This is an optimization exercise on Yosys and OpenROAD, whose aim is small area, not a production implementation. In this exercise RTL edits were held to simulation tests only and were not proved equivalent to the original. Power and IR drop assume default switching activity.

Setup of v43:
// rf_top
module rf_top
#(
   parameter bit CNT_EN = 1'b1                     
) (
   input  logic   s_clk_i,                         
   input  logic   arst_n_i,                        
   input  logic   wb_we_i,                         
   input  rf_pkg::rf_add  wb_add_i,                
   input  rf_pkg::rf_word wb_val_i,                
   input  rf_pkg::rf_add  p1_add_i,                
   output rf_pkg::rf_word p1_val_o,                
   input  rf_pkg::rf_add  p2_add_i,                
   output rf_pkg::rf_word p2_val_o,                
   input  logic   inj_i,                           
   input  rf_pkg::rf_add  inj_add_i,               
   input  rf_pkg::rf_bit  inj_bit_i,               
   output rf_pkg::rf_cnt  upset_cnt_o              
);
==> flow/config.mk <==
export PLATFORM = sky130hd
export DESIGN_NAME = rf_top
export DESIGN_NICKNAME = rf_top
export VERILOG_FILES = /design/flow/design.v
export SDC_FILE = /design/flow/constraint.sdc
export NUM_CORES = 4
export LEC_CHECK = 0
export CAP_MARGIN = 20
export CELL_PAD_IN_SITES_DETAIL_PLACEMENT = 1
export CELL_PAD_IN_SITES_GLOBAL_PLACEMENT = 1
export CORE_MARGIN = 2
export CORE_UTILIZATION = 35
export SETUP_SLACK_MARGIN = 0.1
export SLEW_MARGIN = 20
export SYNTH_HIERARCHICAL = 1
export BUFFER_PORTS_ARGS = -buffer_cell sky130_fd_sc_hd__buf_2
export CTS_ARGS = -sink_clustering_enable -repair_clock_nets -sink_clustering_size 30 -sink_clustering_max_diameter 60 -dont_use_dummy_load
==> flow/constraint.sdc <==
create_clock -name core_clock -period 5.5 [get_ports {s_clk_i}]
set_input_delay 1.1000 -clock core_clock [delete_from_list [all_inputs] [get_ports {s_clk_i}]]
set_output_delay 1.1000 -clock core_clock [all_outputs]
set_load 0.01 [all_outputs]
standard.sh (not shown) runs the stock make flow with config.mk's settings and CLKGATE_MAP_FILE= SYNTH_SCRIPT=/design/flow/synth_recipe.tcl, a recipe that flattens the netlist after the stock synthesis.
==> flow/flow/run.sh <==
#!/bin/bash
# Own flow: the standard layout (bash standard.sh) with two changes to how it is made:
#  - the port buffers are plain buffers (sky130_fd_sc_hd__buf_2) in place of the delay
#    cell that buffer_ports picks by itself;
#  - clock tree synthesis clusters up to 30 flip-flops within 60 um per leaf buffer and
#    inserts no dummy loads.
# ORFS writes each step's full log under orfs/logs/; standard.sh's own output goes to
# standard.log here.
set -euo pipefail
cd "$(dirname "${BASH_SOURCE[0]}")/.."
cat >> config.mk <<'EOC'
export BUFFER_PORTS_ARGS = -buffer_cell sky130_fd_sc_hd__buf_2
export CTS_ARGS = -sink_clustering_enable -repair_clock_nets -sink_clustering_size 30 -sink_clustering_max_diameter 60 -dont_use_dummy_load
EOC
bash standard.sh > standard.log 2>&1
diff inputs: v43 => v46
# v43
export LEC_CHECK = 0
export CAP_MARGIN = 20
export CELL_PAD_IN_SITES_DETAIL_PLACEMENT = 1
export CELL_PAD_IN_SITES_GLOBAL_PLACEMENT = 1
export CORE_MARGIN = 2
export CORE_UTILIZATION = 35
export SETUP_SLACK_MARGIN = 0.1
export SLEW_MARGIN = 20
export SYNTH_HIERARCHICAL = 1
export BUFFER_PORTS_ARGS = -buffer_cell sky130_fd_sc_hd__buf_2
export CTS_ARGS = -sink_clustering_enable -repair_clock_nets -sink_clustering_size 30 -sink_clustering_max_diameter 60 -dont_use_dummy_load
create_clock -name core_clock -period 5.5 [get_ports {s_clk_i}]
# v46
export LEC_CHECK = 0
export CAP_MARGIN = 20
export CELL_PAD_IN_SITES_DETAIL_PLACEMENT = 1
export CELL_PAD_IN_SITES_GLOBAL_PLACEMENT = 1
export CORE_MARGIN = 2
export CORE_UTILIZATION = 35
export SETUP_SLACK_MARGIN = 0
export SLEW_MARGIN = 20
export SYNTH_HIERARCHICAL = 1
export BUFFER_PORTS_ARGS = -buffer_cell sky130_fd_sc_hd__buf_1
export CTS_ARGS = -sink_clustering_enable -repair_clock_nets -sink_clustering_size 16 -sink_clustering_max_diameter 60 -dont_use_dummy_load -buf_list sky130_fd_sc_hd__clkbuf_8
create_clock -name core_clock -period 5.5 [get_ports {s_clk_i}]
==> flow/flow/run.sh <==
#!/bin/bash
set -euo pipefail
cd "$(dirname "${BASH_SOURCE[0]}")/.."
cat >> config.mk <<'EOC'
export BUFFER_PORTS_ARGS = -buffer_cell sky130_fd_sc_hd__buf_1
export CTS_ARGS = -sink_clustering_enable -repair_clock_nets -sink_clustering_size 16 -sink_clustering_max_diameter 60 -dont_use_dummy_load -buf_list sky130_fd_sc_hd__clkbuf_8
EOC
bash standard.sh > standard.log 2>&1
--- outcome ---
- Per the final summary, v43 finished and its layout is clean on timing, DRC and antenna.
- The flow completed for v46, but it is not clean: the layout still shows setup timing.
- Between v46 and v43, the difference in global routing usage summed across all routing layers is negligible.
- v46 vs v43 — routed via count dropped slightly
- Taking v43 as the reference, in v46 power share of the clock group lower, number of iterations in the first detailed-routing pass went up by 2, worst setup slack now sits lower.
- Sort v46 and v43 by final instance area, descending, and v43 comes first.
- v46 vs v43, start point of the critical path: arst_n_i vs p1_add_i[0]
- Total of plain and repair buffers excluding clock buffers ends up higher on v46.
- Total combinational power essentially unchanged between v43 and v46.
- Sum of negative setup slack sits lower in v46 than in v43.
For v51, these inputs were changed with respect to v46:
# v46
export LEC_CHECK = 0
export CAP_MARGIN = 20
export CELL_PAD_IN_SITES_DETAIL_PLACEMENT = 1
export CELL_PAD_IN_SITES_GLOBAL_PLACEMENT = 1
export CORE_MARGIN = 2
export CORE_UTILIZATION = 35
export SETUP_SLACK_MARGIN = 0
export SLEW_MARGIN = 20
export SYNTH_HIERARCHICAL = 1
export BUFFER_PORTS_ARGS = -buffer_cell sky130_fd_sc_hd__buf_1
export CTS_ARGS = -sink_clustering_enable -repair_clock_nets -sink_clustering_size 16 -sink_clustering_max_diameter 60 -dont_use_dummy_load -buf_list sky130_fd_sc_hd__clkbuf_8
create_clock -name core_clock -period 5.5 [get_ports {s_clk_i}]
# v51
export LEC_CHECK = 0
export CAP_MARGIN = 20
export CELL_PAD_IN_SITES_DETAIL_PLACEMENT = 1
export CELL_PAD_IN_SITES_GLOBAL_PLACEMENT = 1
export CORE_MARGIN = 2
export CORE_UTILIZATION = 35
export CTS_CLUSTER_DIAMETER = 80
export CTS_CLUSTER_SIZE = 24
export SETUP_SLACK_MARGIN = 0.2
export SLEW_MARGIN = 20
export SYNTH_HIERARCHICAL = 1
export BUFFER_PORTS_ARGS = -buffer_cell sky130_fd_sc_hd__buf_2
export CTS_ARGS = -sink_clustering_enable -repair_clock_nets -sink_clustering_size 16 -sink_clustering_max_diameter 60 -dont_use_dummy_load -buf_list sky130_fd_sc_hd__clkbuf_8
create_clock -name core_clock -period 5.5 [get_ports {s_clk_i}]
==> flow/flow/run.sh <==
#!/bin/bash
set -euo pipefail
cd "$(dirname "${BASH_SOURCE[0]}")/.."
cat >> config.mk <<'EOC'
export BUFFER_PORTS_ARGS = -buffer_cell sky130_fd_sc_hd__buf_2
export CTS_ARGS = -sink_clustering_enable -repair_clock_nets -sink_clustering_size 16 -sink_clustering_max_diameter 60 -dont_use_dummy_load -buf_list sky130_fd_sc_hd__clkbuf_8
EOC
bash standard.sh > standard.log 2>&1
==> results.txt <==
v51: no failed stages, no open violations at the end
Between v46 and v51, the design area does not differ in any meaningful way.
Looking at worst hold margin, v51 sits 0.013 ns below v46.
Compared to v46, v51 has global routing met2 resource utilization 0.21 points lower.
Summary — relative contribution of combinational cells to total power, v51 relative to v46: higher, by 0.2 points.
Summary of v51 over v46: share of post-route cells with drive strength above 1 grew by 1.8 points; power spent charging and discharging nets down 53 uW.

==> static timing again, ports no longer ideal <==
In the flow no input, the clock included, has a driving cell. The finished layouts below were timed again as built, in two steps.
Step 1, drivers: a clkbuf_16 drives s_clk_i and a buf_2 each remaining input, both assumed.
Step 2, shift: input delay + t, output delay - t, t = (earliest + latest rising clock arrival at the registers) / 2. This alone moves slack from input paths to output paths.
a / b / c = ideal / step 1 / step 2; a / b = the first two.
run	shift t [ns]	setup slack, ns	hold WS [ns]	worst setup path at the end	pins driven straight from the clock port
v43	0.795	0.143 / 0.118 / 0.118	0.471 / 0.471 / 0.471	input to output	1
v46	0.952	-0.116 / -0.138 / -0.138	0.488 / 0.488 / 0.488	input to output	1
v51	0.936	0.150 / 0.092 / 0.092	0.475 / 0.475 / 0.475	input to output	1
The setup slack of v51, which loses most, moves by -0.058 ns with the drivers and by -0.058 ns with both steps.
